Context: an optimization exercise on an open-source flow, tuned for small area and a short achievable clock period. The choices shown serve that exercise and are no tape-out recipe.
In this exercise RTL edits were held to simulation tests only and were not proved equivalent to the original.
No activity file was given, so power comes from the tool's default toggle rates.

## flow/design.v (module list and top-level ports; edited modules follow where they fit)
// module mainDeco: 18 lines
// module eqCmp: 7 lines
// module pcInc: 6 lines
// module pcSelBit: 8 lines
// module pcNext: 38 lines
// module immExtend: 11 lines
// module holdBit: 9 lines
// module regWrDec: 15 lines
// module regSel: 13 lines
// module aoi222: 7 lines
// module aoi2: 7 lines
// module regBit: 21 lines
// module regRead: 26 lines
// module cNand2: 3 lines
// module cNor2: 3 lines
// module cXor2: 3 lines
// module cXnor2: 3 lines
// module cInv: 3 lines
// module cAoi21: 3 lines
// module cOai21: 3 lines
// module addFast: 682 lines
// module addAlu: 349 lines
// module addSmall: 330 lines
// module aluOpnd: 9 lines
// module resEarly: 13 lines
// module resLate: 8 lines
// module resLate0: 12 lines
// module alu: 84 lines
// module rvCore: 127 lines
module rvCore #(
    parameter logic [31:0] resetAddr = 32'h0000_0000
) (
    input  wire logic          clk,
    input  wire logic          arstN,
    output logic [31:0]        instrAddr,
    input  wire logic [31:0]   instr,
    output logic [31:0]        dataAddr,
    output logic [31:0]        writeData,
    output logic               memWrite,
    input  wire logic [31:0]   readData
);
  // ...
==> flow/flow/run.sh <==
#!/bin/bash
# Layout flow: the standard synthesis and layout (standard.sh), with
# three changes after synthesis:
#  - repair may resize a cell to any footprint (MATCH_CELL_FOOTPRINT=0),
#  - ports are buffered with buf_2 cells, which repair then sizes,
#  - clock tree synthesis inserts no dummy loads.
# Each step's full output goes to a log file in this folder; ORFS's own
# per-stage logs stay under orfs/logs/.
set -euo pipefail

bash standard.sh synth > synth.log 2>&1

bash standard.sh \
    MATCH_CELL_FOOTPRINT=0 \
    "BUFFER_PORTS_ARGS=-buffer_cell sky130_fd_sc_hd__buf_2" \
    "CTS_ARGS=-sink_clustering_enable -repair_clock_nets -dont_use_dummy_load" \
    finish > layout.log 2>&1
==> flow/standard.sh <==
#!/bin/bash
# synth_recipe.tcl (not shown) runs the flow's synth.tcl, then flattens the netlist and writes it again
# the make line also repeats each setting of config.mk as NAME=value (left out here)
make -C /OpenROAD-flow-scripts/flow DESIGN_CONFIG=/design/flow/config.mk WORK_HOME=/design/flow/orfs CLKGATE_MAP_FILE= SYNTH_SCRIPT=/design/flow/synth_recipe.tcl "${@:-finish}"
==> flow/config.mk <==
export PLATFORM = sky130hd
export DESIGN_NAME = rvCore
export DESIGN_NICKNAME = rvCore
export VERILOG_FILES = /design/flow/design.v
export SDC_FILE = /design/flow/constraint.sdc
export NUM_CORES = 4
export LEC_CHECK = 0
export CAP_MARGIN = 20
export CORE_MARGIN = 2
export CORE_UTILIZATION = 35
export PLACE_DENSITY = 0.55
export SETUP_SLACK_MARGIN = 3
export SLEW_MARGIN = 20
export SYNTH_HIERARCHICAL = 1
export SYNTH_MINIMUM_KEEP_SIZE = 0
==> flow/constraint.sdc <==
create_clock -name core_clock -period 10.0 [get_ports {clk}]
set_input_delay 2.0000 -clock core_clock [delete_from_list [all_inputs] [get_ports {clk}]]
set_output_delay 2.0000 -clock core_clock [all_outputs]
set_load 0.01 [all_outputs]
==> flow_summary.json, run 1 <==
{
  "rows": 138,
  "syn-instance-count": 4667,
  "regArea_mm2": 0.0214,
  "grt-ovfl-total": 0,
  "synthesis.area_mm2": 0.0497,
  "status": "timing/DRC/antenna clean",
  "wl_per_cell_um": 36.1,
  "holdCritPathClass": "register to register",
  "clkCellAreaFrac_pct": 4.69,
  "setup.worst_path.end": "dataAddr[21]",
  "clkbuf_count": 112,
  "grt_pass1_vias": 46869,
  "flops_and_latches": 1055,
  "p_switching_mw": 3.01,
  "p_total_mw": 9.93,
  "final_area_mm2": 0.0598,
  "worstSkewPairLatency_ps": 770,
  "place_ws_ps": 1350,
  "seq_power_mw": 4.58,
  "gr-usage-met2_pct": 46.5,
  "cp_common_cell": "a21oi_2",
  "fin_skew_ps": 102,
  "fin_crit_sh_pct": 77.4,
  "cts.reportedPaths.clkPinSlew_ps": 60,
  "cts_resized": 203,
  "n_all_buffers": 477,
  "antenna_found_initial": 3,
  "timing.final.ws_setup_ps": 2260,
  "post_cts_buffers": 89,
  "utilization_pct": 42.3,
  "r2r-start": "valid[4]",
  "cts.sinks": 1055,
  "drt_iter0_drc": 10090,
  "busiest_layer": "met2",
  "worstHoldStart": "valid[11]",
  "tightest_slew_ps": 1230,
  "drive_gt1_share_pct": 21.6
}
==> run 2, diff against run 1 <==
==> flow/flow/run.sh (replaced) <==
#!/bin/bash
# Layout flow: the standard synthesis and layout (standard.sh), with
# these changes after synthesis:
#  - before global placement, combinational cells go back to their
#    smallest size (flow/downsize.tcl); repair sizes up what it needs,
#  - repair may resize a cell to any footprint (MATCH_CELL_FOOTPRINT=0),
#  - ports are buffered with buf_2 cells, which repair then sizes,
#  - clock tree synthesis inserts no dummy loads and clusters up to 20
#    flip-flops within 100 um per leaf buffer.
# Each step's full output goes to a log file in this folder; ORFS's own
# per-stage logs stay under orfs/logs/.
set -euo pipefail

bash standard.sh synth > synth.log 2>&1

bash standard.sh \
    MATCH_CELL_FOOTPRINT=0 \
    "PRE_GLOBAL_PLACE_TCL=$PWD/flow/downsize.tcl" \
    "BUFFER_PORTS_ARGS=-buffer_cell sky130_fd_sc_hd__buf_2" \
    "CTS_ARGS=-sink_clustering_enable -repair_clock_nets -dont_use_dummy_load -sink_clustering_size 20 -sink_clustering_max_diameter 100" \
    finish > layout.log 2>&1
==> flow/flow/downsize.tcl (new file) <==
# Before global placement: put every combinational cell that synthesis gave
# more than the smallest drive strength back to its _1 size (same function,
# same pins). Repair then sizes up only what timing, slew and load need.
# Flip-flops, buffers and tie cells keep their size.
set block [ord::get_db_block]
set db [ord::get_db]
set n 0
foreach inst [$block getInsts] {
  set m [[$inst getMaster] getName]
  if {![regexp {^sky130_fd_sc_hd__([a-z0-9]+)_([0-9]+)$} $m -> base size]} {
    continue
  }
  if {$size <= 1} {
    continue
  }
  if {[regexp {^(df|edf|sdf|dl|sdl|buf|clkbuf|clkdly|dlygate|conb|tap|fill|decap|inv|clkinv)} $base]} {
    continue
  }
  set target [$db findMaster sky130_fd_sc_hd__${base}_1]
  if {$target == "NULL"} {
    continue
  }
  $inst swapMaster $target
  incr n
}
puts "downsize.tcl: $n cells set to their _1 size"
==> run 2 against run 1 <==
  * Still clean
  * Critical path depth is 1 higher
  * Power shrank 12%
  * Via count rose by 0.18%
  * Sequential share of layout area increased by 0.77 points
  * Clock skew rose by 50 ps
  * Die area is the same
  * Largest cell class unchanged
  * Largest power group unchanged
==> flow_summary.json, run 2 <==
{
  "cts_tree": "yes",
  "fillers": 13641,
  "area_delta_synth_final_pct": 17.9,
  "die_h_um": 381,
  "period_minus_slack_ps": 7530,
  "startpoint_type": "primary input",
  "layout_common_cells": "a22o_1, dfxtp_1, a222oi_1",
  "drv_cap": 0,
  "drt_iter0_drc": 10773,
  "clkPwrFrac_pct": 29.3,
  "swShare_pct": 31.8,
  "dr.pass1.iters": 13,
  "rows": 138,
  "pin_count": 163,
  "critical_path_class": "primary input to output port",
  "worstSkewPairLatency_ps": 780,
  "path_buf_inv": 5,
  "critical_path.max_stage_delay_ps": 600,
  "p_switching_mw": 2.79,
  "path_delay_family": "simple AND/OR/NAND/NOR gates",
  "portBuffers": 162,
  "grt_pass1_vias": 46300,
  "gp_congestion": 0.976,
  "hold_viol_final": 0,
  "cts_buffers": 61,
  "setup_viol": 0,
  "fin_skew_ps": 152,
  "gr-usage-all-layers_pct": 33.3,
  "grt-ovfl-total": 0,
  "root_buffer": "clkbuf_16",
  "fin_crit_sh_pct": 75.3,
  "htree_num_levels": 2,
  "synth.net_count": 4734,
  "critPathSlowestCell": "nand4_1",
  "drive_gt1_share_pct": 18.7,
  "tightest_slew_ps": 1220,
  "wl_per_cell_um": 36.3,
  "antenna_found_initial": 14,
  "holdCritPathClass": "register to register",
  "syn_avg_cell_area_um2": 10.6,
  "antenna_left": 0,
  "power.share.sequential_pct": 52.4,
  "wl_um": 257000,
  "die_width_um": 381,
  "synthesis.area_mm2": 0.0497,
  "drv_slew": 0,
  "power_leakage_nw": 22.0,
  "utilization_pct": 41.4,
  "top_regs": "regs (992), pc (32), valid (31)",
  "clockBufferDepth": 3,
  "internal_power_mw": 5.98,
  "combPwrFrac_pct": 18.4,
  "cts.sinks": 1055,
  "status": "timing/DRC/antenna clean",
  "vdd_drop_max_v": 0.000153,
  "largest_reg_flops": 992,
  "end_kind": "output port",
  "coreArea_mm2": 0.141,
  "syn-instance-count": 4667,
  "grt_max_degree": 71,
  "crit_path_cell_trace": "buf_12 -> buf_4 -> nor2b_4 -> and3_4 -> buf_6 -> a222oi_1 -> nand4_1 -> nor3_1 -> buf_4 -> nand2_4 -> a21oi_4 -> o21ai_2 -> a21oi_2 -> o21ai_1 -> a21oi_1 -> xnor2_1 -> buf_2",
  "fin_setup_tns_ps": 0,
  "dp_hpwl_um": 156000,
  "die_area_mm2": 0.145,
  "vias_per_cell": 7.19,
  "crit_fanout": 19,
  "drc_errors": 0,
  "cts.reportedPaths.clkPinSlew_ps": 80,
  "rsz0062_at_grt": "true",
  "place_ws_ps": 1210,
  "max_freq_mhz": 133,
  "grt_pass1_wl_um": 357000,
  "yosysWarnings": 9,
  "slew_headroom_pct": 18.7,
  "route.vias.total": 50836,
  "power-per-cell-area_mw_per_mm2": 150,
  "start_util_pct": 35.2,
  "cts_hold_buf": 0,
  "arrival_ps": 5530,
  "top_register": "regs",
  "worstPathRequired_ps": 8000,
  "cp_common_cell": "buf_4",
  "nNetsFinal": 5250,
  "timing.final.ws_setup_ps": 2470
}
-- run 2: changes by cell type in the layout (fill, tap and decap cells not counted), sizes merged --
cell,delta
a21bo,-2
clkinvlp,+1
inv,-1
clkbuf,-48
buf,+40
diode,-8
and3,+8
-- run 2: area by class of cell --
type,instances,area [um^2],area share [%]
diodes,2,5.00,0.00855
clock buffers,61,1530,2.61
inverters,124,472,0.806
multi-input cells,3421,28200,48.1
flip-flops and latches,1055,21400,36.6
well taps,1890,2360,4.04
repair buffers,520,4570,7.81
-- run 2: layer usage --
metal | wire length, um | part of all wire [%] | vias up | global-route usage, %
met5 | 71 | 0.028 | - | 0
met4 | 21000 | 8.2 | 10 | 21.2
met3 | 35800 | 14 | 806 | 10.3
met2 | 105000 | 41 | 4193 | 48.5
met1 | 94700 | 37 | 24976 | 42.6
li1 | - | - | 20851 | -
-- run 2: repair_timing --
| action | in CTS | in global routing |
|---|---|---|
| setup endpoints to repair | 624 | 649 |
| gates cloned | 23 | 4 |
| pin swaps | 233 | 108 |
| resized for setup | 392 | 155 |
| buffers inserted | 108 | 39 |
-- run 2: worst reg2reg max path, stage by stage, from the launching register on --
cell and delay, ps:
dfrtp_1 590, and3_4 440, a222oi_1 430, nand4_1 670, nor3_2 350, buf_4 210
xnor2_1 90, a21oi_2 240, xor2_2 230, a21oi_1 110, o21ai_1 160, a21oi_2 90
o21ai_2 280, inv_1 140, o21ai_4 230, inv_1 70, o21ai_1 200, a21oi_1 110
xnor2_1 140, a21bo_1 260, buf_12 200, a22o_1 300
-- run 2: per-stage QoR --
stage	cells	hold slack [ps]	cell area (um^2)	power, mW
2_1_floorplan	4667	437	49700	5.64
3_3_place_gp	6820	457	52800	6.14
3_5_place_dp	6830	460	53000	6.16
4_1_cts	7022	493	57400	8.70
5_1_grt	7072	513	58500	9.01
6_report	7073	501	58500	8.76
-- run 2: power by group through the flow --
stage | Clock, mW | Combinational [mW] | Sequential, mW
final | 2.57 | 1.61 | 4.59
after global routing | 2.71 | 1.69 | 4.61
after CTS | 2.58 | 1.54 | 4.58
after detailed placement | 0 | 1.49 | 4.67
after global placement | 0 | 1.48 | 4.67
after floorplan | 0 | 1.01 | 4.63
-- run 2: final timing paths --
path                           start  depth (start not counted)  slack (ps)      endpoint
setup / recovery           instr[16]                         17        2470  dataAddr[17]
hold / removal             regs[345]                          1         500     regs[345]
setup reg to reg           valid[20]                         21        4230      regs[90]
hold reg to reg            regs[345]                          1         500     regs[345]
max in group asynchronous      arstN                          2        7680     valid[22]
min in group asynchronous      arstN                          1        1140        pc[30]

separate check: timing with driven ports:
The results above use ideal ports. As a check the final layouts listed here were re-extracted and re-timed, cells and wires unchanged. Step 1 assumes that a clkbuf_16 drives the clock port and a buf_2 every other input. Step 2 also shifts input and output timing later by t, the mid clock arrival at the registers, as if the neighbouring blocks saw the same clock. Slacks: ideal / step 1 / step 2; pairs: ideal / step 1.
run | t, ns | setup slack, ns | worst register clock-pin slew, ns | worst slew at a driven data input, ns | pins driven straight from the clock port
run 1 | 0.805 | 2.256 / 2.116 / 2.116 | 0.06 / 0.06 | 0.22 | 1
run 2 | 0.787 | 2.467 / 2.296 / 2.296 | 0.10 / 0.10 | 0.20 | 1
After both steps every run listed still meets setup and hold. The setup slack of run 2, which loses most, moves by -0.171 ns with the drivers and by -0.171 ns with both steps.
